From an optimization exercise on the open Yosys and OpenROAD flow, aimed at small area; shortcuts taken in it are not production practice.
In this exercise RTL edits were held to simulation tests only and were not proved equivalent to the original.
Power is estimated from default activity; no workload was simulated.

==> design.v <==
package wsrt_pkg;
  localparam int MAX_WINDOW_DEF = 32;
  localparam int SEQ_W      = 32;
  localparam int SEGB_W     = 14;
  localparam int HDR_W      = 8;
  localparam int WIN_W      = 6;
  localparam int SACK_CNT_W = 6;
  localparam int LEN_W      = 14;
  localparam int KIND_W     = 2;
  localparam int CFG_IDX_W  = 3;
  localparam int CFG_DATA_W = 32;
  localparam int SACKED_W   = SACK_CNT_W + SEGB_W;
  localparam int CNT_W      = 6;
  localparam logic [KIND_W-1:0] KIND_START = 2'd0;
  localparam logic [KIND_W-1:0] KIND_ACK   = 2'd1;
  localparam logic [KIND_W-1:0] KIND_TICK  = 2'd2;
  localparam logic RES_SEG  = 1'b0;
  localparam logic RES_DONE = 1'b1;
  localparam logic [CFG_IDX_W-1:0] CFG_SEGMENT_BYTES = 3'd0;
  localparam logic [CFG_IDX_W-1:0] CFG_HEADER_BYTES  = 3'd1;
  localparam logic [CFG_IDX_W-1:0] CFG_FLOW_BYTES    = 3'd2;
  localparam logic [CFG_IDX_W-1:0] CFG_START_WINDOW  = 3'd3;
  localparam logic [CFG_IDX_W-1:0] CFG_WINDOW_LIMIT  = 3'd4;
  localparam logic [CFG_IDX_W-1:0] CFG_RETX_TICKS    = 3'd5;
  localparam logic [CFG_IDX_W-1:0] CFG_PRIORITY_MODE = 3'd6;
  localparam logic [SEGB_W-1:0] RST_SEGMENT_BYTES = 14'd1460;
  localparam logic [HDR_W-1:0]  RST_HEADER_BYTES  = 8'd40;
  localparam logic [SEQ_W-1:0]  RST_FLOW_BYTES    = 32'd1460;
  localparam logic [WIN_W-1:0]  RST_START_WINDOW  = 6'd1;
  localparam logic [WIN_W-1:0]  RST_WINDOW_LIMIT  = 6'd32;
  localparam logic [SEQ_W-1:0]  RST_RETX_TICKS    = 32'd1000;
  localparam logic [CNT_W-1:0] SEG_CAP = 6'd63;
  localparam logic [LEN_W-1:0] LEN_MAX = 14'h3FFF;
  typedef struct packed {
    logic latch;
    logic clear;
    logic ack_upd;
    logic timeout;
    logic tick_dec;
    logic setup1;
    logic setup2;
    logic gen;
    logic emit_seg;
    logic rearm;
    logic emit_done;
  } cmd_t;
  typedef struct packed {
    logic [KIND_W-1:0] kind;
    logic              flow_done;
    logic              armed;
    logic              left_le1;
    logic              new_ack;
    logic              cond;
    logic              stage_v;
    logic              done_pend;
    logic              out_free;
  } stat_t;
endpackage
module window_sender_with_retx_timer_core #(
  parameter int MAX_WINDOW = wsrt_pkg::MAX_WINDOW_DEF
) (
  input  logic        clk,
  input  logic        rst_n,
  input  logic        in_tvalid,
  output logic        in_tready,
  input  logic [39:0] in_tdata,    
  input  logic [1:0]  in_tuser,    
  output logic        out_tvalid,
  input  logic        out_tready,
  output logic [79:0] out_tdata,   
  output logic [0:0]  out_tuser,   
  output logic        out_tlast,
  input  logic                              cfg_valid,
  output logic                              cfg_ready,
  input  logic [wsrt_pkg::CFG_IDX_W-1:0]    cfg_index,
  input  logic [wsrt_pkg::CFG_DATA_W-1:0]   cfg_data
);
  localparam logic [5:0] MAXW = 6'(MAX_WINDOW);
  localparam logic [3:0] S_INIT  = 4'd0;    
  localparam logic [3:0] S_IDLE  = 4'd1;
  localparam logic [3:0] S_CLR   = 4'd2;    
  localparam logic [3:0] S_ACMP  = 4'd3;    
  localparam logic [3:0] S_AHORN = 4'd4;    
  localparam logic [3:0] S_DEC   = 4'd5;    
  localparam logic [3:0] S_LHORN = 4'd6;    
  localparam logic [3:0] S_LIM   = 4'd7;    
  localparam logic [3:0] S_PRIO  = 4'd8;    
  localparam logic [3:0] S_SEG   = 4'd9;    
  localparam logic [3:0] S_PRES  = 4'd10;   
  localparam logic [3:0] S_GAP   = 4'd11;   
  localparam logic [3:0] S_ADV   = 4'd12;   
  localparam logic [3:0] S_RETX  = 4'd13;   
  localparam logic [3:0] S_ZERO  = 4'd14;   
  localparam logic [3:0] S_PDONE = 4'd15;   
  logic [13:0] seg_r;
  logic [7:0]  hdr_r;
  logic [31:0] flow_r;
  logic [5:0]  sw_r;
  logic [5:0]  wl_r;
  logic [31:0] retx_r;
  logic        pm_r;
  assign cfg_ready = 1'b1;
  always_ff @(posedge clk) begin
    if (!rst_n) begin
      seg_r  <= wsrt_pkg::RST_SEGMENT_BYTES;
      hdr_r  <= wsrt_pkg::RST_HEADER_BYTES;
      flow_r <= wsrt_pkg::RST_FLOW_BYTES;
      sw_r   <= wsrt_pkg::RST_START_WINDOW;
      wl_r   <= wsrt_pkg::RST_WINDOW_LIMIT;
      retx_r <= wsrt_pkg::RST_RETX_TICKS;
      pm_r   <= 1'b0;
    end else if (cfg_valid) begin
      case (cfg_index)
        wsrt_pkg::CFG_SEGMENT_BYTES: seg_r  <= cfg_data[13:0];
        wsrt_pkg::CFG_HEADER_BYTES:  hdr_r  <= cfg_data[7:0];
        wsrt_pkg::CFG_FLOW_BYTES:    flow_r <= cfg_data;
        wsrt_pkg::CFG_START_WINDOW:  sw_r   <= cfg_data[5:0];
        wsrt_pkg::CFG_WINDOW_LIMIT:  wl_r   <= cfg_data[5:0];
        wsrt_pkg::CFG_RETX_TICKS:    retx_r <= cfg_data;
        wsrt_pkg::CFG_PRIORITY_MODE: pm_r   <= cfg_data[0];
        default: ;
      endcase
    end
  end
  logic [4:0]  p;           
  logic [3:0]  st;
  logic [2:0]  j;           
  logic [31:0] next_r;      
  logic [31:0] old_r;       
  logic [31:0] left_r;      
  logic        l32_r;       
  logic [19:0] sack_r;      
  logic [31:0] prio_r;      
  logic [13:0] len_r;       
  logic [5:0]  cwnd_r;
  logic [5:0]  sent_r;
  logic        armed_r, done_r;
  logic        gtn_r, new_r, dpend_r, tick_r, over_r, cond_r, adv_r, armok_r, pos_r, sat_r, last_r;
  logic        ca_r, cb_r, cc_r, cd_r, ce_r, cu_r, cl_r, cp_r, cm_r, dly_r;
  logic        kx_r, ky_r, kz_r;
  wire p0    = (p == 5'd0);
  wire plast = (p == 5'd31);
  wire in_idle  = (st == S_IDLE);
  wire is_pass  = !(st == S_IDLE || st == S_PRES || st == S_GAP || st == S_PDONE);
  wire [13:0] mssv  = (seg_r == 14'd0) ? 14'd1 : seg_r;
  wire [15:0] mss16 = {2'b00, mssv};
  wire mss_b  = !p[4] && mss16[p[3:0]];
  wire hdr_b  = (p[4:3] == 2'b00) && hdr_r[p[2:0]];
  wire flow_b = flow_r[p];
  wire retx_b = retx_r[p];
  wire a_b    = in_tdata[p];
  wire s_b    = in_tdata[6'd32 + {3'd0, j}];
  wire next_b = next_r[0];
  wire old_b  = old_r[0];
  wire left_b = left_r[0];
  wire sack_on = (p < 5'd20);
  wire sack_b = sack_on && sack_r[0];
  function automatic logic maj(input logic a, input logic b, input logic c);
    maj = (a & b) | (a & c) | (b & c);
  endfunction
  wire adv_on = (st == S_ADV) || ((st == S_SEG) && adv_r);
  wire am_b   = adv_on && mss_b;
  wire ca_i   = !p0 && ca_r;
  wire n_b    = next_b ^ am_b ^ ca_i;
  wire cb_i   = !p0 && cb_r;
  wire tail_b = flow_b ^ n_b ^ cb_i;
  wire cb_o   = (!flow_b && n_b) || (!(flow_b ^ n_b) && cb_i);
  wire pay_b  = over_r ? tail_b : mss_b;
  wire cc_i   = !p0 && cc_r;
  wire lsum_b = pay_b ^ hdr_b ^ cc_i;
  wire cc_o   = maj(pay_b, hdr_b, cc_i);
  wire cd_i   = !p0 && cd_r;
  wire s1_b   = n_b ^ mss_b ^ cd_i;
  wire cd_o   = maj(n_b, mss_b, cd_i);
  wire ce_i   = !p0 && ce_r;
  wire s2_b   = s1_b ^ mss_b ^ ce_i;
  wire ce_o   = maj(s1_b, mss_b, ce_i);
  wire cu_i   = !p0 && cu_r;
  wire u_b    = old_b ^ sack_b ^ cu_i;
  wire cu_o   = maj(old_b, sack_b, cu_i);
  wire cl_i   = !p0 && cl_r;
  wire lim_b  = left_b ^ u_b ^ cl_i;
  wire cl_o   = maj(left_b, u_b, cl_i);
  wire cp_i   = !p0 && cp_r;
  wire pd_b   = flow_b ^ u_b ^ cp_i;
  wire cp_o   = (!flow_b && u_b) || (!(flow_b ^ u_b) && cp_i);
  wire ackm   = (st == S_ACMP) || (st == S_AHORN);
  wire acc_b  = ackm ? sack_b : left_b;
  wire twice  = !p0 && (j != 3'd5) && dly_r;
  wire mbit   = ackm ? s_b : cwnd_r[j];
  wire mm_b   = mbit && mss_b;
  wire cm_i   = !p0 && cm_r;
  wire mac_b  = twice ^ mm_b ^ cm_i;
  wire cm_o   = maj(twice, mm_b, cm_i);
  wire dec_b  = left_b ^ (p0 || cm_r);
  wire dbo    = (p0 || cm_r) && !left_b;
  function automatic logic gt_step(input logic x, input logic y, input logic prev);
    gt_step = (x & ~y) | (~(x ^ y) & prev);
  endfunction
  logic kx_x, kx_y, ky_x, ky_y, kz_x, kz_y;
  always_comb begin
    kx_x = 1'b0; kx_y = 1'b0; ky_x = 1'b0; ky_y = 1'b0; kz_x = 1'b0; kz_y = 1'b0;
    case (st)
      S_ACMP: begin
        kx_x = a_b;    kx_y = next_b;
        ky_x = a_b;    ky_y = old_b;
        kz_x = a_b;    kz_y = flow_b;
      end
      S_DEC: begin
        kx_x = left_b && !p0;
      end
      S_LIM: begin
        kx_x = flow_b; kx_y = u_b;
        ky_x = flow_b; ky_y = old_b;
      end
      S_PRIO: begin
        kx_x = s1_b;   kx_y = left_b;
        ky_x = s1_b;   ky_y = flow_b;
        kz_x = flow_b; kz_y = next_b;
      end
      default: begin   
        kx_x = s2_b;   kx_y = left_b;
        ky_x = flow_b; ky_y = s1_b;
        kz_x = s2_b;   kz_y = flow_b;
      end
    endcase
  end
  wire kx_n = gt_step(kx_x, kx_y, !p0 && kx_r);
  wire ky_n = gt_step(ky_x, ky_y, !p0 && ky_r);
  wire kz_n = (st == S_ACMP) ? ((kz_x ^ kz_y) || (!p0 && kz_r)) : gt_step(kz_x, kz_y, !p0 && kz_r);
  wire le1_f  = !kx_n;                                    
  wire [1:0] s2top = {1'b0, cd_o} + {1'b0, ce_o};
  wire seg_gtl = (s2top > {1'b0, l32_r}) || ((s2top == {1'b0, l32_r}) && kx_n);
  wire seg_cond = (sent_r != 6'd62) && !over_r && !cd_o && ky_n && !seg_gtl;
  wire seg_over = cd_o || ce_o || kz_n;
  wire pr_gtl  = (cd_o && !l32_r) || ((cd_o == l32_r) && kx_n);
  wire pr_cond = kz_n && !pr_gtl;
  wire pr_over = cd_o || ky_n;
  wire [5:0] start_cl = (sw_r > MAXW) ? MAXW : sw_r;
  wire [5:0] lim_cl   = (wl_r > MAXW) ? MAXW : wl_r;
  wire [6:0] cw_inc   = {1'b0, cwnd_r} + 7'd1;
  wire [5:0] cwnd_nxt = (cw_inc > {1'b0, lim_cl}) ? lim_cl : cw_inc[5:0];
  logic emitted;
  wire  armed_fin = armok_r && (tick_r || armed_r || emitted);
  wire [3:0] st_after = armed_fin ? S_RETX : (dpend_r ? S_ZERO : S_IDLE);
  wire ign = (in_tuser == wsrt_pkg::KIND_ACK)  ? done_r :
             (in_tuser == wsrt_pkg::KIND_TICK) ? !armed_r :
             (in_tuser != wsrt_pkg::KIND_START);
  assign in_tready = (in_idle && (!in_tvalid || ign)) ||
                     (plast && ((st == S_PRIO) ||
                                ((st == S_AHORN) && (j == 3'd0) && !new_r) ||
                                ((st == S_DEC) && !le1_f)));
  assign out_tvalid = (st == S_PRES) || (st == S_PDONE);
  assign out_tuser  = (st == S_PDONE);
  assign out_tlast  = last_r || (st == S_PDONE);
  assign out_tdata  = {2'b00, prio_r, len_r, next_r};
  logic next_i, old_i, left_i, sack_i, prio_i, len_i;
  always_comb begin
    next_i = next_b;
    case (st)
      S_INIT, S_CLR, S_ZERO: next_i = 1'b0;
      S_AHORN: if (j == 3'd4) next_i = gtn_r ? a_b : next_b;
      S_LHORN: if (j == 3'd5 && tick_r) next_i = old_b;
      S_SEG:   next_i = n_b;
      S_ADV:   next_i = over_r ? flow_b : n_b;
      default: ;
    endcase
    old_i = old_b;
    case (st)
      S_INIT, S_CLR: old_i = 1'b0;
      S_AHORN: if (j == 3'd4) old_i = new_r ? a_b : old_b;
      default: ;
    endcase
    left_i = left_b;
    case (st)
      S_DEC:   left_i = dec_b;
      S_LHORN: left_i = mac_b;
      S_LIM:   left_i = lim_b;
      S_RETX:  left_i = retx_b;
      default: ;
    endcase
    sack_i = sack_r[0];
    case (st)
      S_INIT, S_CLR:   sack_i = 1'b0;
      S_ACMP, S_AHORN: sack_i = mac_b;
      default: ;
    endcase
    prio_i = (st == S_PRIO) ? (pm_r ? p0 : (pos_r && pd_b)) : 1'b0;
    len_i  = (st == S_SEG) ? (p[4:1] < 4'd7 ? lsum_b : (len_r[0] | sat_r)) : 1'b0;
  end
  wire len_sh  = ((st == S_SEG) || (st == S_ZERO)) && (p < 5'd28);
  wire prio_sh = (st == S_PRIO) || (st == S_ZERO);
  wire sack_sh = is_pass && sack_on;
  always_ff @(posedge clk) begin
    old_r  <= {old_i, old_r[31:1]};
    left_r <= {left_i, left_r[31:1]};
    if (is_pass) next_r <= {next_i, next_r[31:1]};
    if (sack_sh) sack_r <= {sack_i, sack_r[19:1]};
    if (prio_sh) prio_r <= {prio_i, prio_r[31:1]};
    if (len_sh)  len_r  <= {len_i, len_r[13:1]};
  end
  always_ff @(posedge clk) begin
    ca_r  <= maj(next_b, am_b, ca_i);
    cb_r  <= cb_o;
    cc_r  <= cc_o;
    cd_r  <= cd_o;
    ce_r  <= ce_o;
    cu_r  <= cu_o;
    cl_r  <= cl_o;
    cp_r  <= cp_o;
    cm_r  <= (st == S_DEC) ? dbo : cm_o;
    dly_r <= acc_b;
    kx_r  <= kx_n;
    ky_r  <= ky_n;
    kz_r  <= kz_n;
    if (st == S_SEG && p == 5'd13) sat_r <= cc_o;
  end
  always_comb begin
    emitted = (st == S_ADV);
  end
  always_ff @(posedge clk) begin
    if (!rst_n) begin
      p       <= 5'd0;
      st      <= S_INIT;
      cwnd_r  <= 6'd1;
      armed_r <= 1'b0;
      done_r  <= 1'b0;
      last_r  <= 1'b0;
    end else begin
      p <= p + 5'd1;
      case (st)
        S_INIT: if (plast) st <= S_IDLE;
        S_IDLE: begin
          last_r <= 1'b0;
          if (in_tvalid && !ign && plast) begin
            dpend_r <= 1'b0;
            tick_r  <= 1'b0;
            j       <= 3'd5;
            case (in_tuser)
              wsrt_pkg::KIND_START: st <= S_CLR;
              wsrt_pkg::KIND_ACK:   st <= S_ACMP;
              default:              st <= S_DEC;
            endcase
          end
        end
        S_CLR: if (plast) begin
          cwnd_r  <= start_cl;
          armed_r <= 1'b0;
          done_r  <= 1'b0;
          st      <= S_LHORN;
        end
        S_ACMP: if (plast) begin
          gtn_r   <= kx_n;
          new_r   <= ky_n;
          dpend_r <= !kz_n;
          j       <= 3'd4;
          st      <= S_AHORN;
        end
        S_AHORN: if (plast) begin
          if (j == 3'd0) begin
            j <= 3'd5;
            if (new_r) begin
              cwnd_r <= cwnd_nxt;
              st     <= S_LHORN;
            end else begin
              st     <= dpend_r ? S_ZERO : S_IDLE;
            end
          end else begin
            j <= j - 3'd1;
          end
        end
        S_DEC: if (plast) begin
          if (le1_f) begin
            armed_r <= 1'b0;
            cwnd_r  <= 6'd1;
            tick_r  <= 1'b1;
            st      <= S_LHORN;
          end else begin
            st      <= S_IDLE;
          end
        end
        S_LHORN: if (plast) begin
          if (j == 3'd0) st <= S_LIM;
          else           j  <= j - 3'd1;
        end
        S_LIM: if (plast) begin
          l32_r   <= cu_o || cl_o;
          pos_r   <= !cu_o && kx_n;
          armok_r <= ky_n;
          st      <= S_PRIO;
        end
        S_PRIO: if (plast) begin
          sent_r <= 6'd0;
          adv_r  <= 1'b0;
          over_r <= pr_over;
          if (pr_cond) begin
            st <= S_SEG;
          end else begin
            armed_r <= armed_fin;
            st      <= st_after;
          end
        end
        S_SEG: if (plast) begin
          cond_r <= seg_cond;
          if (seg_cond) over_r <= seg_over;
          last_r <= !seg_cond && !dpend_r;
          sent_r <= sent_r + 6'd1;
          adv_r  <= 1'b1;
          st     <= S_PRES;
        end
        S_PRES: if (out_tready) begin
          if (plast) st <= cond_r ? S_SEG : S_ADV;
          else       st <= S_GAP;
        end
        S_GAP: if (plast) st <= cond_r ? S_SEG : S_ADV;
        S_ADV: if (plast) begin
          armed_r <= armed_fin;
          st      <= st_after;
        end
        S_RETX: if (plast) st <= dpend_r ? S_ZERO : S_IDLE;
        S_ZERO: if (plast) begin
          last_r <= 1'b1;
          st     <= S_PDONE;
        end
        S_PDONE: if (out_tready) begin
          done_r <= 1'b1;
          last_r <= 1'b0;
          st     <= S_IDLE;
        end
        default: st <= S_IDLE;
      endcase
    end
  end
endmodule
==> run.sh <==
#!/bin/bash
# synth_recipe.tcl (not shown) runs the flow's synth.tcl, then flattens the netlist and writes it again
# the make line also repeats each setting of config.mk as NAME=value (left out here)
make -C /OpenROAD-flow-scripts/flow DESIGN_CONFIG=/design/flow/config.mk WORK_HOME=/design/flow/orfs CLKGATE_MAP_FILE= SYNTH_SCRIPT=/design/flow/synth_recipe.tcl finish
==> config.mk <==
export PLATFORM = sky130hd
export DESIGN_NAME = window_sender_with_retx_timer_core
export DESIGN_NICKNAME = window_sender_with_retx_timer_core
export VERILOG_FILES = /design/flow/design.v
export SDC_FILE = /design/flow/constraint.sdc
export NUM_CORES = 4
export LEC_CHECK = 0
export CAP_MARGIN = 20
export CORE_MARGIN = 2
export CORE_UTILIZATION = 40
export SLEW_MARGIN = 20
==> constraint.sdc <==
create_clock -name core_clock -period 9.0 [get_ports {clk}]
set_input_delay 1.8000 -clock core_clock [delete_from_list [all_inputs] [get_ports {clk}]]
set_output_delay 1.8000 -clock core_clock [all_outputs]
set_load 0.01 [all_outputs]
==> results of run 1 <==
[cell usage after synthesis (all sizes together) (3+ instances only)]
library cell and n:
o22ai 4, nand3 44, dfxtp 194, a21oi 90
o311ai 3, and3b 4, buf 18, and2 6
mux4 33, o32a 3, and4 3, and3 4
a22oi 10, o21ai 24, or3 8, ha 24
o211ai 5, nand2 238, a21o 3, o221ai 3
edfxtp 118, nor2 58, a221oi 4, a41oi 5
inv 33, o32ai 3, nand2b 11, a211oi 7
nand4 4, o21a 4, nor4 4, xnor2 5
nor2b 10, nor3b 5, clkbuf 54, xor2 4
nor3 15, mux2i 23, o31ai 5, fa 9
a31oi 9
[stage by stage]
stage | instance area, um^2 | total power, W | setup slack, ns | utilization
2_1_floorplan | 12600 | 0.00165 | 2.24 | -
3_3_place_gp | 14600 | 0.00172 | 1.57 | 0.466
3_5_place_dp | 14600 | 0.00172 | 1.47 | 0.466
4_1_cts | 15800 | 0.00322 | 0.902 | 0.505
5_1_grt | 15800 | 0.00330 | 0.418 | 0.505
6_report | 15800 | 0.00318 | 0.920 | 0.505
[power breakdown]
part / switching [W] / internal [W]
Clock: 0.000554 / 0.000928
Sequential: 0.0000159 / 0.00148
Combinational: 0.000105 / 0.0000980
Total: 0.000675 / 0.00250
[worst max path at each step]
| stage | from | cells past startpoint | slack (ns) | end |
|---|---|---|---|---|
| 2_1_floorplan | p[1] | 21 | 2.24 | in_tready |
| 3_3_place_gp | p[1] | 18 | 1.57 | in_tready |
| 3_5_place_dp | p[1] | 18 | 1.47 | in_tready |
| 4_1_cts | p[1] | 18 | 0.90 | in_tready |
| 5_1_grt | p[1] | 18 | 0.42 | in_tready |
| 6_report | p[1] | 18 | 0.92 | in_tready |
[sequential cells by signal, indices dropped and copies added, names as in the netlist, 3 cells and up]
name    count
wl_r        6
left_r     32
sw_r        6
next_r     32
prio_r     32
cwnd_r      6
seg_r      14
hdr_r       8
sent_r      6
flow_r     32
st          4
retx_r     32
len_r      14
old_r      32
p           5
j           3
sack_r     20
[final cells by class]
class | count | area (um^2)
Fill cell | 2834 | 15500
Clock inverter | 15 | 220
Clock buffer | 46 | 1000
Tap cell | 402 | 503
Multi-Input combinational cell | 729 | 4790
Inverter | 34 | 130
Timing Repair Buffer | 178 | 1740
Sequential cell | 312 | 7430
[logic make-up after synthesis]
family,Yosys count
DFF,312
other,2
adders and majority gates,33
AOI/OAI and AO/OA,202
muxes,57
and+or+nand+nor,425
buffers and inverters,106
xor gates and xnor gates,9
[layer usage]
metal | vias up | routed length, um
met4 | 0 | 845
met1 | 4242 | 13800
li1 | 4369 | -
met2 | 352 | 13000
met5 | - | 0
met3 | 54 | 1960
==> summary.txt, run 1 <==
----------------------------------------------------
[Run status]
  Run status ... complete, no violations

[Worst setup path]
  Classification of the worst setup path ... flop to primary output
  Capture instance of the worst register-to-register path ... cwnd_r[0]
  Most common cell type on the critical path ... sky130_fd_sc_hd__fa_1
  Critical path's slowest cell ... sky130_fd_sc_hd__dfxtp_1
  Number of buffer and inverter stages on the critical path ... 2
  Worst R2R Setup Slack ... around 2.8 ns
  Crit path launch type ... flop
  Required time of the critical path ... 7.20 ns
  Highest cell delay on the worst timing path ... 0.88 ns
  Crit path max fanout ... 18
  Worst flop-to-flop path startpoint ... p[1]
  CP Capture Type ... primary output
  Number of cells on the worst reg-to-reg path ... 18
  Cell-by-cell listing of the critical path ... mux4_2 > nand2_1 > o31ai_1 > nand2_1 > a21oi_1 > nand4_1 > fa_1 > fa_1 > fa_1 > nor3_1 > a31oi_1 > o311ai_0 > ha_1 > a31oi_4 > inv_4 > a211oi_1 > o32ai_1 > clkdlybuf4s50_1
  Arrival @ worst endpoint ... 6.28 ns
  Cell class contributing the biggest share of worst-path delay ... adder cells

[Finish]
  Final net count ... 1404
  Count of non-filler cells in the finished layout ... 1716
  Most frequent cells in the layout ... 237 x sky130_fd_sc_hd__nand2_1, 193 x sky130_fd_sc_hd__dfxtp_1, 163 x sky130_fd_sc_hd__clkdlybuf4s50_1
  Ratio of cells with drive above 1 in the final layout ... 0.0898
  Antenna cells ... 0
  Area growth from synthesis to final layout ... 25.3%
  Most common library cell in the layout ignoring fill and taps ... sky130_fd_sc_hd__nand2_1

[Timing]
  Worst slew pin tran ... slightly above 1 ns
  Final total negative setup slack ... 0 ns
  Count of endpoints failing hold in the final timing report ... 0
  Max_slew headroom ... 0.308
  Setup repair after global routing missed its margin ... no
  Setup violations, final ... 0
  Max Clock Skew ... roughly 0.022 ns
  Period Utilization, post-route ... 0.898
  Post-route worst hold slack ... 0.319 ns
  Final number of max-transition violations ... 0
  Fmax achieved ... 124 MHz
  Tmin final ... roughly 8.1 ns

[Synthesis]
  Basic-gate share of the synthesized area counting and, or, nand and nor cells ... 0.150
  Async set-reset flop share out of synthesis ... 0
  Dominant synthesized flop cell ... sky130_fd_sc_hd__dfxtp_1
  Netlist area before placement ... 12600 um^2
  Mean instance size in the synthesized netlist ... 11.0 um^2
  Adder-cell share of the synthesized area ... 0.0381
  Dominant combinational cell family by area after synthesis ... simple AND/OR/NAND/NOR gates
  Cell taking the most area after synthesis ... sky130_fd_sc_hd__dfxtp_1
  Cells taking the most area after synthesis ... sky130_fd_sc_hd__dfxtp_1 31%, sky130_fd_sc_hd__edfxtp_1 28%, sky130_fd_sc_hd__nand2_1 7.1%
  Seq/Total Area, Yosys ... 0.588
  Number of different library cells in the post-synthesis netlist ... 72
  Yosys warning total ... 1
  Parity-gate share of the synthesized area counting xor and xnor cells ... 0.00624
  Post-synthesis compound-gate area fraction ... 0.103
  Total of flip-flops plus latches after synthesis ... 312
  Number of enable-type register cells in the synthesized netlist ... 118
  Multiplexer share of the synthesized area ... 0.0780
  Number of cells produced by synthesis ... 1146
  Post-synth top area share ... 0.308

[Global route]
  Largest net degree at the start of global routing ... 83
  All-Layer GR Usage ... 0.180
  Routing usage on met1 ... 0.258
  Via count of the first global-routing pass ... 8862
  Initial antenna violation count ... 0
  GR Layer Usage met3 ... 0.0325
  Busiest layer in global routing ... met2
  Total congestion overflow ... 0
  First-pass GRT wire length ... 47.9 mm
  Met2 Use GR ... 0.278

[Place]
  HPWL Detailed ... 20.1 mm
  Weighted congestion at the end of routability-driven global placement ... roughly 0.9
  Inst Count DP ... between 1500 and 2000
  Number of buffer cells added on primary ports ... 163

[Clock network]
  Number of H-tree levels ... 2
  Worst-path clk slew ... approximately 0.06 ns
  CTS tree ... done
  Clock insertion delay at the later pin of the skew report ... about 0.51 ns
  Total number of clock tree sinks ... 312
  Number of buffers created by CTS ... 34
  Number of setup buffers added after CTS ... 0
  Post-CTS Resized ... 0
  Quantity of hold-fixing buffers added after cts ... 0
  Root Buffer ... sky130_fd_sc_hd__clkbuf_16
  Maximum clock insertion buffer count ... 3

[Drt]
  Post-DRT Antenna Nets ... 0
  Per-cell routed wire length ... 17.3 um
  Count of vias placed by the detailed router ... 9017
  Total DRC errors in the routed layout ... 0
  Total length of routed wires ... 29.6 mm
  Drt initial violations ... 749
  DRT Pass-1 Iters ... 5
  Vias per std cell ... 5.25

[Die]
  Y dimension of the die ... around 180 um
  Core region area ... 31300 um^2
  Die area ... about 33000 um^2
  Ports placed on the boundary ... 167
  Core Rows ... 65
  Effective utilization at floorplan ... 0.403
  Die Wd ... 182 um

[Power]
  Maximum VDD drop ... 0.123 mV
  PwrDens ... 201 nW/um^2
  Static leakage ... roughly 5.7 nW

[Min path]
  Startpoint of the worst hold path ... left_r[12]
  Min-Delay Path Depth ... 0
  Worst hold path endpoint ... left_r[11]
  Hold Path Class ... flop to flop

[Job]
  Number of maximum-capacitance violations ... 0

----------------------------------------------------
==> inputs of run 2 (changes only) <==
--- a/config.mk
+++ b/config.mk
@@ -9,3 +9,5 @@
 export CORE_MARGIN = 2
-export CORE_UTILIZATION = 40
+export CORE_UTILIZATION = 70
+export CTS_BUF_LIST = sky130_fd_sc_hd__clkbuf_4
+export CTS_CLUSTER_SIZE = 30
 export SLEW_MARGIN = 20
==> summary.txt, run 2 <==
----------------------------------------------------
[Worst setup path]
  Critical path's slowest cell ... sky130_fd_sc_hd__dfxtp_1
  Required time of the critical path ... 7.20 ns (about the same)
  Cell-by-cell listing of the critical path ... inv_1 > o31ai_1 > nand2_1 > a21oi_1 > nand4_1 > fa_1 > fa_1 > fa_1 > nor3_1 > a31oi_1 > o311ai_0 > ha_1 > a31oi_4 > inv_4 > a211oi_1 > o32ai_1 > clkdlybuf4s50_1
  Crit path launch type ... flop
  Arrival @ worst endpoint ... 6.31 ns (+0.03 ns)
  Highest cell delay on the worst timing path ... 0.68 ns (-0.20 ns)
  Most common cell type on the critical path ... sky130_fd_sc_hd__fa_1
  Classification of the worst setup path ... flop to primary output
  Crit path max fanout ... 18 (unchanged)
  CP Capture Type ... primary output

[Timing]
  Post-route worst hold slack ... 0.304 ns (-0.0150 ns)
  Setup violations, final ... 0 (unchanged)
  Fmax achieved ... 123 MHz (-0.38%)
  Final number of max-transition violations ... 0 (unchanged)
  Max_slew headroom ... 0.283 (-0.0251)
  Worst slew pin tran ... 1.05 ns (+0.0105 ns)
  Count of endpoints failing hold in the final timing report ... 0 (unchanged)
  Max Clock Skew ... 0.0480 ns (+0.0258 ns)
  Tmin final ... 8.11 ns (+0.0305 ns)
  Final total negative setup slack ... 0 ns (unchanged)
  Period Utilization, post-route ... 0.901 (+0.00339)
  Worst setup margin ... 0.889 ns (-0.0305 ns)
  Setup repair after global routing missed its margin ... no

[Drt]
  Total DRC errors in the routed layout ... 0 (unchanged)
  Drt initial violations ... 1229 (+64%)
  Per-cell routed wire length ... 20.9 um (+21%)
  Total length of routed wires ... 34.0 mm (+15%)
  DRT Pass-1 Iters ... 7 (+2)
  Vias per std cell ... 6.26 (+19%)
  Post-DRT Antenna Nets ... 0 (unchanged)
  Count of vias placed by the detailed router ... 10200 (+13%)

[Die]
  Effective utilization at floorplan ... 0.708 (+0.304)
  Die area ... 19100 um^2 (-42%)
  Core Rows ... 49 (-25%)
  Ports placed on the boundary ... 167 (unchanged)
  Die Wd ... 138 um (-24%)
  Core region area ... 17800 um^2 (-43%)
  Y dimension of the die ... 138 um (-24%)

[Finish]
  Area growth from synthesis to final layout ... 22.1%
  Ratio of cells with drive above 1 in the final layout ... 0.133 (+0.0435)
  Final net count ... 1448 (+3.1%)
  Most frequent cells in the layout ... 237 x sky130_fd_sc_hd__nand2_1, 193 x sky130_fd_sc_hd__dfxtp_1, 163 x sky130_fd_sc_hd__clkdlybuf4s50_1
  Most common library cell in the layout ignoring fill and taps ... sky130_fd_sc_hd__nand2_1
  Final instance area ... 15400 um^2 (-2.5%)

[Synthesis]
  Seq/Total Area, Yosys ... 0.588 (unchanged)
  Post-synth top area share ... 0.308 (unchanged)
  Netlist area before placement ... 12600 um^2 (unchanged)
  Mean instance size in the synthesized netlist ... 11.0 um^2 (unchanged)
  Yosys warning total ... 1 (unchanged)
  Dominant synthesized flop cell ... sky130_fd_sc_hd__dfxtp_1
  Cell taking the most area after synthesis ... sky130_fd_sc_hd__dfxtp_1
  Total of flip-flops plus latches after synthesis ... 312 (unchanged)
  Number of cells produced by synthesis ... 1146 (unchanged)
  Library cell with the highest instance count after synthesis ... sky130_fd_sc_hd__nand2_1
  Async set-reset flop share out of synthesis ... 0 (unchanged)
  Number of enable-type register cells in the synthesized netlist ... 118 (unchanged)
  Cells taking the most area after synthesis ... sky130_fd_sc_hd__dfxtp_1 31%, sky130_fd_sc_hd__edfxtp_1 28%, sky130_fd_sc_hd__nand2_1 7.1%
  Number of different library cells in the post-synthesis netlist ... 72 (unchanged)
  Leading post-synthesis cells by instance count ... 238 x sky130_fd_sc_hd__nand2_1, 194 x sky130_fd_sc_hd__dfxtp_1, 118 x sky130_fd_sc_hd__edfxtp_1, 90 x sky130_fd_sc_hd__a21oi_1, 58 x sky130_fd_sc_hd__nor2_1

[Clock network]
  Clock insertion delay at the later pin of the skew report ... 0.71 ns (+0.20 ns)
  Number of H-tree levels ... 3 (+1)
  CTS tree ... done
  Root Buffer ... sky130_fd_sc_hd__clkbuf_4
  Worst-path clk slew ... 0.07 ns (about the same)
  Post-CTS Resized ... 0 (unchanged)
  Quantity of hold-fixing buffers added after cts ... 0 (unchanged)
  Number of setup buffers added after CTS ... 0 (unchanged)
  Maximum clock insertion buffer count ... 3 (unchanged)
  Number of buffers created by CTS ... 77 (+130%)
  Total number of clock tree sinks ... 312 (unchanged)

[Min path]
  Hold Path Class ... flop to flop

[Place]
  HPWL Detailed ... 21.4 mm (+6.5%)
  Number of buffer cells added on primary ports ... 163 (unchanged)
  Weighted congestion at the end of routability-driven global placement ... 0.935 (+4.4%)
  Cell Area, Placed ... 14400 um^2 (-1.5%)
  Worst setup slack before clock tree synthesis ... 1.62 ns (+0.156 ns)

[Global route]
  All-Layer GR Usage ... 0.353 (+0.173)
  Via count of the first global-routing pass ... 10300 (+16%)
  Initial antenna violation count ... 1 (+1)
  First-pass GRT wire length ... 54.0 mm (+13%)
  Largest net degree at the start of global routing ... 83 (unchanged)
  Total congestion overflow ... 0 (unchanged)

[Power]
  Maximum VDD drop ... 0.184 mV (+50%)
  PwrDens ... 191 nW/um^2 (-4.8%)
  Static leakage ... 5.66 nW (+0.22%)

[Run status]
  Run status ... complete, no violations

[Job]
  Number of maximum-capacitance violations ... 0 (unchanged)

----------------------------------------------------
run 2: area by class of cell:
class / instances / area [um^2]
Inverter: 34 / 130
Antenna cell: 2 / 5.00
Sequential cell: 312 / 7430
Clock buffer: 110 / 826
Multi-Input combinational cell: 729 / 4780
Timing Repair Buffer: 179 / 1750
Clock inverter: 31 / 209
Tap cell: 229 / 287
Fill cell: 901 / 2420
run 2: per-stage QoR:
step,total power [W],utilization,cells
floorplan,0.00165,-,1147
global placement,0.00172,0.805,1482
detailed placement,0.00172,0.805,1482
CTS,0.00296,0.863,1623
global route,0.00304,0.864,1625
finish,0.00295,0.864,1626
run 2: final timing paths:
check / startpoint / end / slack (ns) / depth (start not counted)
hold / removal: old_r[13] / old_r[12] / 0.30 / 0
setup reg to reg: p[2] / cwnd_r[0] / 2.95 / 17
setup / recovery: p[2] / in_tready / 0.89 / 17
hold reg to reg: old_r[13] / old_r[12] / 0.30 / 0
run 2: where the power goes:
group	internal, W	switching, W
logic	0.0000988	0.000113
clock network	0.000656	0.000593
registers	0.00147	0.0000150
run 2: per-layer routing:
layer  vias up  GRT usage  part of all wire
met5         -          0                 0
met4         0      0.163             0.043
met3       137     0.0824             0.099
met2       725      0.582              0.49
met1      4808      0.448              0.37
li1       4511          -                 -
run 2: worst max-delay path: cells and delay by family (launching register included):
family | cells | cell delay (ns)
adder cells (fa/ha/maj) | 4 | 1.97
AND/OR/NAND/NOR | 3 | 0.51
AO/OA/AOI/OAI | 7 | 1.63
buffers and inverters | 3 | 0.82
flip-flops | 1 | 0.68
run 2: cells by family after synthesis:
group	after synthesis	share of synthesized area
multiplexers	57	0.0780
other	2	0.000595
AO/OA/AOI/OAI	202	0.103
AND/OR/NAND/NOR	425	0.150
XOR/XNOR	9	0.00624
buffers and inverters	106	0.0350
adder cells (fa/ha/maj)	33	0.0381
flip-flops	312	0.588
==> inputs of run 3 (changes only) <==
--- a/design.v
+++ b/design.v
@@ -84,4 +84,4 @@
   localparam logic [3:0] S_DEC   = 4'd5;    
-  localparam logic [3:0] S_LHORN = 4'd6;    
-  localparam logic [3:0] S_LIM   = 4'd7;    
+  localparam logic [3:0] S_LH    = 4'd6;    
+  localparam logic [3:0] S_LHL   = 4'd7;    
   localparam logic [3:0] S_PRIO  = 4'd8;    
@@ -89,7 +89,5 @@
   localparam logic [3:0] S_PRES  = 4'd10;   
-  localparam logic [3:0] S_GAP   = 4'd11;   
-  localparam logic [3:0] S_ADV   = 4'd12;   
-  localparam logic [3:0] S_RETX  = 4'd13;   
-  localparam logic [3:0] S_ZERO  = 4'd14;   
-  localparam logic [3:0] S_PDONE = 4'd15;   
+  localparam logic [3:0] S_POST  = 4'd11;   
+  localparam logic [3:0] S_ZERO  = 4'd12;   
+  localparam logic [3:0] S_PDONE = 4'd13;   
   logic [13:0] seg_r;
@@ -124,2 +122,3 @@
   end
+  logic [4:0]  g;           
   logic [4:0]  p;           
@@ -138,3 +137,3 @@
   logic        gtn_r, new_r, dpend_r, tick_r, over_r, cond_r, adv_r, armok_r, pos_r, sat_r, last_r;
-  logic        ca_r, cb_r, cc_r, cd_r, ce_r, cu_r, cl_r, cp_r, cm_r, dly_r;
+  logic        ca_r, cb_r, cc_r, cd_r, ce_r, cu_r, cl_r, cp_r, cm_r, dm_r, cn_r, dn_r;
   logic        kx_r, ky_r, kz_r;
@@ -142,4 +141,4 @@
   wire plast = (p == 5'd31);
-  wire in_idle  = (st == S_IDLE);
-  wire is_pass  = !(st == S_IDLE || st == S_PRES || st == S_GAP || st == S_PDONE);
+  wire in_idle = (st == S_IDLE);
+  wire is_pass = !(st == S_IDLE || st == S_PRES || st == S_PDONE);
   wire [13:0] mssv  = (seg_r == 14'd0) ? 14'd1 : seg_r;
@@ -160,3 +159,3 @@
   endfunction
-  wire adv_on = (st == S_ADV) || ((st == S_SEG) && adv_r);
+  wire adv_on = ((st == S_SEG) || (st == S_POST)) && adv_r;
   wire am_b   = adv_on && mss_b;
@@ -180,5 +179,2 @@
   wire cu_o   = maj(old_b, sack_b, cu_i);
-  wire cl_i   = !p0 && cl_r;
-  wire lim_b  = left_b ^ u_b ^ cl_i;
-  wire cl_o   = maj(left_b, u_b, cl_i);
   wire cp_i   = !p0 && cp_r;
@@ -187,11 +183,21 @@
   wire ackm   = (st == S_ACMP) || (st == S_AHORN);
-  wire acc_b  = ackm ? sack_b : left_b;
-  wire twice  = !p0 && (j != 3'd5) && dly_r;
-  wire mbit   = ackm ? s_b : cwnd_r[j];
-  wire mm_b   = mbit && mss_b;
+  wire tw_m   = !p0 && (st != S_ACMP) && dm_r;
+  wire mm_b   = s_b && mss_b;
   wire cm_i   = !p0 && cm_r;
-  wire mac_b  = twice ^ mm_b ^ cm_i;
-  wire cm_o   = maj(twice, mm_b, cm_i);
-  wire dec_b  = left_b ^ (p0 || cm_r);
-  wire dbo    = (p0 || cm_r) && !left_b;
+  wire mac_b  = tw_m ^ mm_b ^ cm_i;
+  wire cm_o   = maj(tw_m, mm_b, cm_i);
+  wire lhl    = (st == S_LHL);
+  wire [2:0] wk = lhl ? 3'd0 : (j + 3'd1);
+  wire wbit   = cwnd_r[wk];
+  wire tw_n   = !p0 && !((st == S_AHORN || st == S_LH) && j == 3'd4) && dn_r;
+  wire wm_b   = wbit && mss_b;
+  wire cn_i   = !p0 && cn_r;
+  wire wmac_b = tw_n ^ wm_b ^ cn_i;
+  wire cn_o   = maj(tw_n, wm_b, cn_i);
+  wire cl_i   = !p0 && cl_r;
+  wire lim_b  = wmac_b ^ u_b ^ cl_i;
+  wire cl_o   = maj(wmac_b, u_b, cl_i);
+  wire dbi    = p0 || cm_r;
+  wire dec_b  = left_b ^ dbi;
+  wire dbo    = dbi && !left_b;
   function automatic logic gt_step(input logic x, input logic y, input logic prev);
@@ -211,3 +217,3 @@
       end
-      S_LIM: begin
+      S_LHL: begin
         kx_x = flow_b; kx_y = u_b;
@@ -242,5 +248,3 @@
   wire [5:0] cwnd_nxt = (cw_inc > {1'b0, lim_cl}) ? lim_cl : cw_inc[5:0];
-  logic emitted;
-  wire  armed_fin = armok_r && (tick_r || armed_r || emitted);
-  wire [3:0] st_after = armed_fin ? S_RETX : (dpend_r ? S_ZERO : S_IDLE);
+  wire armed_fin = armok_r && (tick_r || armed_r || adv_r);
   wire ign = (in_tuser == wsrt_pkg::KIND_ACK)  ? done_r :
@@ -254,3 +258,3 @@
   assign out_tuser  = (st == S_PDONE);
-  assign out_tlast  = last_r || (st == S_PDONE);
+  assign out_tlast  = last_r;
   assign out_tdata  = {2'b00, prio_r, len_r, next_r};
@@ -262,5 +266,5 @@
       S_AHORN: if (j == 3'd4) next_i = gtn_r ? a_b : next_b;
-      S_LHORN: if (j == 3'd5 && tick_r) next_i = old_b;
+      S_LH:    if (j == 3'd4 && tick_r) next_i = old_b;
       S_SEG:   next_i = n_b;
-      S_ADV:   next_i = over_r ? flow_b : n_b;
+      S_POST:  next_i = (adv_r && over_r) ? flow_b : n_b;
       default: ;
@@ -276,5 +280,6 @@
       S_DEC:   left_i = dec_b;
-      S_LHORN: left_i = mac_b;
-      S_LIM:   left_i = lim_b;
-      S_RETX:  left_i = retx_b;
+      S_AHORN: left_i = new_r ? wmac_b : left_b;
+      S_LH:    left_i = wmac_b;
+      S_LHL:   left_i = lim_b;
+      S_POST:  left_i = armed_fin ? retx_b : left_b;
       default: ;
@@ -294,5 +299,7 @@
   always_ff @(posedge clk) begin
-    old_r  <= {old_i, old_r[31:1]};
-    left_r <= {left_i, left_r[31:1]};
-    if (is_pass) next_r <= {next_i, next_r[31:1]};
+    old_r <= {old_i, old_r[31:1]};
+    if (is_pass) begin
+      next_r <= {next_i, next_r[31:1]};
+      left_r <= {left_i, left_r[31:1]};
+    end
     if (sack_sh) sack_r <= {sack_i, sack_r[19:1]};
@@ -311,3 +318,5 @@
     cm_r  <= (st == S_DEC) ? dbo : cm_o;
-    dly_r <= acc_b;
+    dm_r  <= sack_b;
+    cn_r  <= cn_o;
+    dn_r  <= left_b;
     kx_r  <= kx_n;
@@ -317,7 +326,5 @@
   end
-  always_comb begin
-    emitted = (st == S_ADV);
-  end
   always_ff @(posedge clk) begin
     if (!rst_n) begin
+      g       <= 5'd0;
       p       <= 5'd0;
@@ -327,5 +334,5 @@
       done_r  <= 1'b0;
-      last_r  <= 1'b0;
     end else begin
-      p <= p + 5'd1;
+      g <= g + 5'd1;
+      if (is_pass) p <= p + 5'd1;
       case (st)
@@ -333,6 +340,6 @@
         S_IDLE: begin
-          last_r <= 1'b0;
-          if (in_tvalid && !ign && plast) begin
+          if (in_tvalid && !ign && g == 5'd31) begin
             dpend_r <= 1'b0;
             tick_r  <= 1'b0;
+            adv_r   <= 1'b0;
             j       <= 3'd5;
@@ -349,3 +356,4 @@
           done_r  <= 1'b0;
-          st      <= S_LHORN;
+          j       <= 3'd4;
+          st      <= S_LH;
         end
@@ -355,2 +363,3 @@
           dpend_r <= !kz_n;
+          if (ky_n) cwnd_r <= cwnd_nxt;
           j       <= 3'd4;
@@ -360,9 +369,4 @@
           if (j == 3'd0) begin
-            j <= 3'd5;
-            if (new_r) begin
-              cwnd_r <= cwnd_nxt;
-              st     <= S_LHORN;
-            end else begin
-              st     <= dpend_r ? S_ZERO : S_IDLE;
-            end
+            if (new_r) st <= S_LHL;
+            else       st <= dpend_r ? S_ZERO : S_IDLE;
           end else begin
@@ -376,3 +380,4 @@
             tick_r  <= 1'b1;
-            st      <= S_LHORN;
+            j       <= 3'd4;
+            st      <= S_LH;
           end else begin
@@ -381,7 +386,7 @@
         end
-        S_LHORN: if (plast) begin
-          if (j == 3'd0) st <= S_LIM;
+        S_LH: if (plast) begin
+          if (j == 3'd0) st <= S_LHL;
           else           j  <= j - 3'd1;
         end
-        S_LIM: if (plast) begin
+        S_LHL: if (plast) begin
           l32_r   <= cu_o || cl_o;
@@ -393,3 +398,2 @@
           sent_r <= 6'd0;
-          adv_r  <= 1'b0;
           over_r <= pr_over;
@@ -397,5 +401,7 @@
             st <= S_SEG;
+          end else if (armed_fin) begin
+            st <= S_POST;
           end else begin
-            armed_r <= armed_fin;
-            st      <= st_after;
+            armed_r <= 1'b0;
+            st      <= dpend_r ? S_ZERO : S_IDLE;
           end
@@ -410,12 +416,7 @@
         end
-        S_PRES: if (out_tready) begin
-          if (plast) st <= cond_r ? S_SEG : S_ADV;
-          else       st <= S_GAP;
-        end
-        S_GAP: if (plast) st <= cond_r ? S_SEG : S_ADV;
-        S_ADV: if (plast) begin
+        S_PRES: if (out_tready) st <= cond_r ? S_SEG : S_POST;
+        S_POST: if (plast) begin
           armed_r <= armed_fin;
-          st      <= st_after;
+          st      <= dpend_r ? S_ZERO : S_IDLE;
         end
-        S_RETX: if (plast) st <= dpend_r ? S_ZERO : S_IDLE;
         S_ZERO: if (plast) begin
@@ -426,3 +427,2 @@
           done_r <= 1'b1;
-          last_r <= 1'b0;
           st     <= S_IDLE;
==> flow/run.sh (new file) <==
#!/bin/bash
# The standard layout (standard.sh: the ORFS flow with its synthesis), with
# two changes of how the layout is made:
#  - every port still gets a buffer, but the smallest one (buf_1) instead of the
#    delay buffer buffer_ports picks by default;
#  - clock tree synthesis clusters more sinks per buffer and adds no dummy loads.
# make's output goes to flow_make.log here; ORFS keeps each step's log under orfs/logs.
set -euo pipefail
export BUFFER_PORTS_ARGS="-buffer_cell sky130_fd_sc_hd__buf_1"
export CTS_ARGS="-sink_clustering_enable -repair_clock_nets -dont_use_dummy_load -buf_list sky130_fd_sc_hd__clkbuf_8 -sink_clustering_size 16 -sink_clustering_max_diameter 80"
bash standard.sh > flow_make.log 2>&1
==> standard.sh (new file) <==
#!/bin/bash
# synth_recipe.tcl (not shown) runs the flow's synth.tcl, then flattens the netlist and writes it again
# the make line also repeats each setting of config.mk as NAME=value (left out here)
make -C /OpenROAD-flow-scripts/flow DESIGN_CONFIG=/design/flow/config.mk WORK_HOME=/design/flow/orfs CLKGATE_MAP_FILE= SYNTH_SCRIPT=/design/flow/synth_recipe.tcl "${@:-finish}"
--- a/config.mk
+++ b/config.mk
@@ -9,5 +9,3 @@
 export CORE_MARGIN = 2
-export CORE_UTILIZATION = 70
-export CTS_BUF_LIST = sky130_fd_sc_hd__clkbuf_4
-export CTS_CLUSTER_SIZE = 30
+export CORE_UTILIZATION = 55
 export SLEW_MARGIN = 20
removed: run.sh
==> summary.txt, run 3 <==
----------------------------------------------------
[Clock network]
  Number of H-tree levels ... 1 (-2)
  Root Buffer ... sky130_fd_sc_hd__clkbuf_8
  Worst-path clk slew ... 0.11 ns (+0.04 ns)
  Maximum clock insertion buffer count ... 3 (unchanged)
  Number of buffers created by CTS ... 23 (-70%)
  Post-CTS Resized ... 0 (unchanged)
  Clock insertion delay at the later pin of the skew report ... 0.58 ns (-0.13 ns)
  Total number of clock tree sinks ... 319 (+2.2%)
  CTS tree ... done
  Quantity of hold-fixing buffers added after cts ... 0 (unchanged)
  Number of setup buffers added after CTS ... 0 (unchanged)

[Timing]
  Count of endpoints failing hold in the final timing report ... 0 (unchanged)
  Setup repair after global routing missed its margin ... no
  Fmax achieved ... 128 MHz (+3.9%)
  Max_slew headroom ... 0.327 (+0.0446)
  Final number of max-transition violations ... 0 (unchanged)
  Post-route worst hold slack ... 0.323 ns (+0.0186 ns)
  Final total negative setup slack ... 0 ns (unchanged)
  Period Utilization, post-route ... 0.867 (-0.0340)
  Max Clock Skew ... 0.0492 ns (+0.00117 ns)
  Worst slew pin tran ... 1.01 ns (-0.0398 ns)
  Setup violations, final ... 0 (unchanged)
  Tmin final ... 7.80 ns (-0.306 ns)

[Synthesis]
  Dominant synthesized flop cell ... sky130_fd_sc_hd__dfxtp_1
  Yosys warning total ... 1 (unchanged)
  Post-synth top area share ... 0.340 (+0.0323)
  Number of enable-type register cells in the synthesized netlist ... 151 (+28%)
  Leading post-synthesis cells by instance count ... 239 x sky130_fd_sc_hd__nand2_1, 168 x sky130_fd_sc_hd__dfxtp_1, 151 x sky130_fd_sc_hd__edfxtp_1, 94 x sky130_fd_sc_hd__a21oi_1
  Total of flip-flops plus latches after synthesis ... 319 (+2.2%)
  Mean instance size in the synthesized netlist ... 11.1 um^2 (+0.48%)
  Netlist area before placement ... 13300 um^2 (+5.6%)
  Async set-reset flop share out of synthesis ... 0 (unchanged)
  Number of cells produced by synthesis ... 1205 (+5.1%)
  Number of different library cells in the post-synthesis netlist ... 72 (unchanged)
  Cell taking the most area after synthesis ... sky130_fd_sc_hd__edfxtp_1
  Seq/Total Area, Yosys ... 0.592 (+0.00381)
  Library cell with the highest instance count after synthesis ... sky130_fd_sc_hd__nand2_1
  Cells taking the most area after synthesis ... sky130_fd_sc_hd__edfxtp_1 34%, sky130_fd_sc_hd__dfxtp_1 25%, sky130_fd_sc_hd__nand2_1 6.7%

[Worst setup path]
  Arrival @ worst endpoint ... 6.00 ns (-0.31 ns)
  Highest cell delay on the worst timing path ... 1.00 ns (+0.32 ns)
  Required time of the critical path ... 7.20 ns (about the same)
  Crit path launch type ... flop
  Critical path's slowest cell ... sky130_fd_sc_hd__dfxtp_2
  Crit path max fanout ... 38 (+20)
  CP Capture Type ... primary output
  Classification of the worst setup path ... flop to primary output
  Cell-by-cell listing of the critical path ... mux4_2 > nand2_1 > o31ai_1 > nand2_1 > a21oi_1 > nand4_1 > fa_1 > fa_1 > fa_1 > nor3_1 > a21oi_1 > o2111ai_1 > ha_1 > a31oi_4 > o21ai_0 > a21o_1 > buf_1
  Most common cell type on the critical path ... sky130_fd_sc_hd__fa_1

[Finish]
  Ratio of cells with drive above 1 in the final layout ... 0.0683 (-0.0650)
  Area growth from synthesis to final layout ... 8.49%
  Most common library cell in the layout ignoring fill and taps ... sky130_fd_sc_hd__nand2_1
  Filler cell count in the final layout ... 2018 (+120%)
  Antenna cells ... 0 (-2)
  Final net count ... 1452 (+0.28%)
  Count of non-filler cells in the finished layout ... 1651 (+1.5%)
  Most frequent cells in the layout ... 238 x sky130_fd_sc_hd__nand2_1, 166 x sky130_fd_sc_hd__dfxtp_1, 163 x sky130_fd_sc_hd__buf_1
  Final Core Density ... 0.613 (-0.251)

[Drt]
  Total length of routed wires ... 30.0 mm (-12%)
  Count of vias placed by the detailed router ... 9341 (-8.3%)
  Per-cell routed wire length ... 18.2 um (-13%)
  Total DRC errors in the routed layout ... 0 (unchanged)
  Post-DRT Antenna Nets ... 0 (unchanged)
  Drt initial violations ... 762 (-38%)
  Vias per std cell ... 5.66 (-9.6%)
  DRT Pass-1 Iters ... 5 (-2)

[Global route]
  First-pass GRT wire length ... 47.8 mm (-11%)
  Via count of the first global-routing pass ... 8747 (-15%)
  Met2 Use GR ... 0.359 (-0.224)
  Total congestion overflow ... 0 (unchanged)
  GR Layer Usage met3 ... 0.0358 (-0.0466)
  Largest net degree at the start of global routing ... 89 (+7.2%)
  Initial antenna violation count ... 0 (-1)
  Busiest layer in global routing ... met2
  All-Layer GR Usage ... 0.232 (-0.121)
  Routing usage on met1 ... 0.346 (-0.103)

[Place]
  Number of buffer cells added on primary ports ... 163 (unchanged)
  Inst Count DP ... 1628 (+9.9%)
  HPWL Detailed ... 20.3 mm (-5.4%)
  Weighted congestion at the end of routability-driven global placement ... 0.902 (-3.6%)

[Die]
  Effective utilization at floorplan ... 0.565 (-0.143)
  Y dimension of the die ... 160 um (+15%)
  Core region area ... 23600 um^2 (+32%)
  Ports placed on the boundary ... 167 (unchanged)
  Die area ... 25500 um^2 (+33%)
  Core Rows ... 56 (+14%)
  Die Wd ... 160 um (+15%)

[Min path]
  Hold Path Class ... flop to flop

[Power]
  Static leakage ... 5.26 nW (-7.1%)
  Maximum VDD drop ... 0.162 mV (-12%)
  Total design power ... 0.00293 W (-0.81%)
  PwrDens ... 202 nW/um^2 (+5.7%)

[Run status]
  Run status ... complete, no violations

[Job]
  Number of maximum-capacitance violations ... 0 (unchanged)

----------------------------------------------------
## run 3: critical path, delay by kind of cell, from the launching register on
family / cells / cell delay (ns)
muxes: 1 / 0.36
and+or+nand+nor: 4 / 0.37
AOI/OAI and AO/OA: 7 / 1.49
adders and majority gates: 4 / 2.06
DFF: 1 / 1.00
buffers and inverters: 1 / 0.13
## run 3: worst paths after layout
path                    end  slack (ns)  cells after the start      from
setup / recovery  in_tready        1.20                     17      p[1]
hold / removal     old_r[0]        0.32                      0  old_r[1]
setup reg to reg  cwnd_r[0]        2.61                     18      p[1]
hold reg to reg    old_r[0]        0.32                      0  old_r[1]
## run 3: cells by family (layout without fill, tap and decap cells)
kind of cell	Yosys count	after routing	share of synthesized area
and+or+nand+nor	453	453	0.153
buffers and inverters	115	241	0.0360
adders and majority gates	36	36	0.0394
AOI/OAI and AO/OA	206	206	0.0994
DFF	319	319	0.592
other	2	3	0.000563
muxes	59	59	0.0699
xor gates and xnor gates	15	15	0.00985
## run 3: layout make-up
| class | count | area, um^2 | area share |
|---|---|---|---|
| Clock buffer | 23 | 317 | 0.0219 |
| Multi-Input combinational cell | 772 | 4980 | 0.344 |
| Timing Repair Buffer | 178 | 724 | 0.0501 |
| Inverter | 40 | 150 | 0.0104 |
| Sequential cell | 319 | 7900 | 0.546 |
| Tap cell | 319 | 399 | 0.0276 |
## run 3: where the power goes
part,leakage [nW],switching (W),internal (W)
sequential,2.91,0.0000929,0.00175
clock,0.165,0.000419,0.000230
combinational,2.18,0.000271,0.000162
## run 3: metal layers
metal	wire (um)	vias up
li1	-	4498
met4	771	0
met3	1930	45
met2	13300	320
met1	14000	4478
met5	0	-
## run 3: stage by stage
step | instance area (um^2) | setup slack, ns
after floorplan | 13300 | 2.11
after global placement | 14100 | 1.91
after detailed placement | 14100 | 1.82
after CTS | 14500 | 1.14
after global routing | 14500 | 0.681
final | 14500 | 1.20
==> inputs of run 4 (changes only) <==
--- a/flow/run.sh
+++ b/flow/run.sh
@@ -9,3 +9,3 @@
 export BUFFER_PORTS_ARGS="-buffer_cell sky130_fd_sc_hd__buf_1"
-export CTS_ARGS="-sink_clustering_enable -repair_clock_nets -dont_use_dummy_load -buf_list sky130_fd_sc_hd__clkbuf_8 -sink_clustering_size 16 -sink_clustering_max_diameter 80"
+export CTS_ARGS="-sink_clustering_enable -repair_clock_nets -dont_use_dummy_load -buf_list sky130_fd_sc_hd__clkbuf_16 -sink_clustering_size 30 -sink_clustering_max_diameter 100"
 bash standard.sh > flow_make.log 2>&1
==> summary.txt, run 4 <==
----------------------------------------------------
[Run status]
  Run status ... complete, no violations

[Worst setup path]
  CP Capture Type ... primary output
  Worst R2R Setup Slack ... 2.61 ns (about the same)
  Critical path origin ... p[1]
  Arrival @ worst endpoint ... 5.95 ns (-0.05 ns)
  Required time of the critical path ... 7.20 ns (about the same)
  Classification of the worst setup path ... flop to primary output
  Worst flop-to-flop path startpoint ... p[1]
  Crit path max fanout ... 38 (unchanged)
  Crit path launch type ... flop

[Synthesis]
  Number of cells produced by synthesis ... 1205 (unchanged)
  Seq/Total Area, Yosys ... 0.592 (unchanged)
  Netlist area before placement ... 13300 um^2 (unchanged)
  Number of enable-type register cells in the synthesized netlist ... 151 (unchanged)
  Leading post-synthesis cells by instance count ... 239 x sky130_fd_sc_hd__nand2_1, 168 x sky130_fd_sc_hd__dfxtp_1, 151 x sky130_fd_sc_hd__edfxtp_1, 94 x sky130_fd_sc_hd__a21oi_1
  Number of different library cells in the post-synthesis netlist ... 72 (unchanged)
  Cells taking the most area after synthesis ... sky130_fd_sc_hd__edfxtp_1 34%, sky130_fd_sc_hd__dfxtp_1 25%, sky130_fd_sc_hd__nand2_1 6.7%
  Yosys warning total ... 1 (unchanged)
  Library cell with the highest instance count after synthesis ... sky130_fd_sc_hd__nand2_1
  Total of flip-flops plus latches after synthesis ... 319 (unchanged)
  Dominant synthesized flop cell ... sky130_fd_sc_hd__dfxtp_1
  Mean instance size in the synthesized netlist ... 11.1 um^2 (unchanged)
  Cell taking the most area after synthesis ... sky130_fd_sc_hd__edfxtp_1
  Async set-reset flop share out of synthesis ... 0 (unchanged)
  Post-synth top area share ... 0.340 (unchanged)

[Timing]
  Max Clock Skew ... 0.0244 ns (-0.0248 ns)
  Worst slew pin tran ... 1.00 ns (-0.00551 ns)
  Setup violations, final ... 0 (unchanged)
  Count of endpoints failing hold in the final timing report ... 0 (unchanged)
  Period Utilization, post-route ... 0.861 (-0.00597)
  Final number of max-transition violations ... 0 (unchanged)
  Setup repair after global routing missed its margin ... no
  Final total negative setup slack ... 0 ns (unchanged)
  Post-route worst hold slack ... 0.332 ns (+0.00925 ns)
  Max_slew headroom ... 0.331 (+0.00367)
  Fmax achieved ... 129 MHz (+0.69%)
  Tmin final ... 7.75 ns (-0.0538 ns)

[Global route]
  Largest net degree at the start of global routing ... 89 (unchanged)
  Total congestion overflow ... 0 (unchanged)
  All-Layer GR Usage ... 0.230 (-0.00205)
  Via count of the first global-routing pass ... 8672 (-0.86%)
  Initial antenna violation count ... 0 (unchanged)
  First-pass GRT wire length ... 47.3 mm (-0.95%)

[Clock network]
  Number of H-tree levels ... 1 (unchanged)
  Clock insertion delay at the later pin of the skew report ... 0.51 ns (-0.07 ns)
  Worst-path clk slew ... 0.12 ns (about the same)
  CTS tree ... done
  Maximum clock insertion buffer count ... 3 (unchanged)
  Post-CTS Resized ... 0 (unchanged)
  Total number of clock tree sinks ... 319 (unchanged)
  Number of buffers created by CTS ... 14 (-39%)
  Quantity of hold-fixing buffers added after cts ... 0 (unchanged)
  Root Buffer ... sky130_fd_sc_hd__clkbuf_16
  Number of setup buffers added after CTS ... 0 (unchanged)

[Job]
  Number of maximum-capacitance violations ... 0 (unchanged)

[Drt]
  Count of vias placed by the detailed router ... 9232 (-1.2%)
  Per-cell routed wire length ... 18.1 um (-0.50%)
  Total DRC errors in the routed layout ... 0 (unchanged)
  Vias per std cell ... 5.62 (-0.63%)
  Post-DRT Antenna Nets ... 0 (unchanged)
  Drt initial violations ... 771 (+1.2%)
  DRT Pass-1 Iters ... 5 (unchanged)
  Total length of routed wires ... 29.7 mm (-1.0%)

[Die]
  Ports placed on the boundary ... 167 (unchanged)
  Effective utilization at floorplan ... 0.565 (unchanged)
  Core Rows ... 56 (unchanged)
  Die Wd ... 160 um (unchanged)
  Core region area ... 23600 um^2 (unchanged)
  Die area ... 25500 um^2 (unchanged)
  Y dimension of the die ... 160 um (unchanged)

[Finish]
  Ratio of cells with drive above 1 in the final layout ... 0.0620 (-0.00634)
  Most frequent cells in the layout ... 238 x sky130_fd_sc_hd__nand2_1, 166 x sky130_fd_sc_hd__dfxtp_1, 163 x sky130_fd_sc_hd__buf_1
  Most common library cell in the layout ignoring fill and taps ... sky130_fd_sc_hd__nand2_1
  Filler cell count in the final layout ... 2005 (-0.64%)
  Final net count ... 1443 (-0.62%)
  Area growth from synthesis to final layout ... 8.74%
  Antenna cells ... 0 (unchanged)

[Min path]
  Startpoint of the worst hold path ... old_r[6]
  Hold Path Class ... flop to flop

[Place]
  Weighted congestion at the end of routability-driven global placement ... 0.902 (unchanged)
  HPWL Detailed ... 20.3 mm (unchanged)
  Number of buffer cells added on primary ports ... 163 (unchanged)

[Power]
  Static leakage ... 5.27 nW (+0.14%)
  PwrDens ... 205 nW/um^2 (+1.3%)
  Maximum VDD drop ... 0.173 mV (+6.8%)

----------------------------------------------------
run 4: cell counts after synthesis:
Identical to the previous run, type by type.
run 4: power breakdown:
| part | total [W] | switching [W] | internal [W] | leakage [nW] |
|---|---|---|---|---|
| sequential | 0.00184 | 0.0000927 | 0.00175 | 2.91 |
| combinational | 0.000433 | 0.000270 | 0.000162 | 2.18 |
| clock | 0.000694 | 0.000411 | 0.000283 | 0.173 |
| total | 0.00297 | 0.000774 | 0.00220 | 5.27 |
run 4: path summary, 6_finish.rpt:
| kind | end | cells past startpoint |
|---|---|---|
| max | in_tready | 17 |
| max reg2reg | cwnd_r[0] | 18 |
| min reg2reg | old_r[5] | 0 |
| min | old_r[5] | 0 |
run 4: cell families (layout without fill, tap and decap cells):
logic type	count (synthesis)	after routing	synth area share
AO/OA/AOI/OAI	206	206	0.0994
adder cells (fa/ha/maj)	36	36	0.0394
buffers and inverters	115	232	0.0360
AND/OR/NAND/NOR	453	453	0.153
flip-flops	319	319	0.592
other	2	3	0.000563
multiplexers	59	59	0.0699
XOR/XNOR	15	15	0.00985
run 4: final cells by class:
type                    count  area (um^2)  share of cell area
multi-input cells         772         4980               0.343
well taps                 319          399              0.0275
inverters                  40          150              0.0104
clock buffers              14          350              0.0242
flip-flops and latches    319         7900               0.545
repair buffers            178          724              0.0500
run 4: worst max-delay path, cell delays in order, from the launching register on:
cell                        delay [ns]
sky130_fd_sc_hd__dfxtp_2          1.00
sky130_fd_sc_hd__mux4_2           0.36
sky130_fd_sc_hd__nand2_1          0.05
sky130_fd_sc_hd__o31ai_1          0.08
sky130_fd_sc_hd__nand2_1          0.08
sky130_fd_sc_hd__a21oi_1          0.45
sky130_fd_sc_hd__nand4_1          0.19
sky130_fd_sc_hd__fa_1             0.64
sky130_fd_sc_hd__fa_1             0.52
sky130_fd_sc_hd__fa_1             0.54
sky130_fd_sc_hd__nor3_1           0.05
sky130_fd_sc_hd__a21oi_1          0.16
sky130_fd_sc_hd__o2111ai_1        0.13
sky130_fd_sc_hd__ha_1             0.36
sky130_fd_sc_hd__a31oi_4          0.31
sky130_fd_sc_hd__o21ai_0          0.17
sky130_fd_sc_hd__a21o_1           0.20
sky130_fd_sc_hd__buf_1            0.13
run 4: layer usage:
layer | track usage | wire (um) | vias to the layer above
li1 | - | - | 4494
met5 | 0 | 0 | -
met4 | 0.0591 | 721 | 0
met3 | 0.0330 | 1850 | 43
met1 | 0.345 | 13900 | 4389
met2 | 0.356 | 13300 | 306
run 4: per-stage QoR:
stage	cell area, um^2	setup WS, ns	util	total power, W	cells
finish	14500	1.25	0.614	0.00297	1642
detailed placement	14100	1.82	0.599	0.00231	1628
floorplan	13300	2.11	-	0.00214	1206
global route	14500	0.769	0.614	0.00311	1642
CTS	14500	1.24	0.614	0.00300	1642
global placement	14100	1.91	0.599	0.00230	1628

==> port drivers added, routing unchanged <==
No port has a modelled driver above. Below, the same layouts with a new extraction and two added sets of constraints.
Step 1 sets driving cells, clkbuf_16 on the clock port and buf_2 on the other inputs (assumed; they add their load-dependent delay and slew).
Step 2, shift: input delay + t, output delay - t, t = (earliest + latest rising clock arrival at the registers) / 2. This alone moves slack from input paths to output paths.
Three values: no drivers, after step 1, after step 2; two values: the first two.
| run | shift t [ns] | slack for setup (ns) | worst hold slack (ns) | slew at the worst register clock pin (ns) | pins driven straight from the clock port |
|---|---|---|---|---|---|
| run 1 | 0.548 | 0.920 / 0.870 / 1.418 | 0.319 / 0.319 / 0.319 | 0.06 / 0.06 | 1 |
| run 2 | 0.733 | 0.889 / 0.844 / 1.577 | 0.304 / 0.304 / 0.304 | 0.09 / 0.09 | 1 |
| run 3 | 0.599 | 1.195 / 1.153 / 1.752 | 0.323 / 0.323 / 0.323 | 0.11 / 0.11 | 1 |
| run 4 | 0.538 | 1.249 / 1.203 / 1.741 | 0.332 / 0.332 / 0.332 | 0.12 / 0.12 | 1 |
After both steps setup and hold are still met in every run listed.
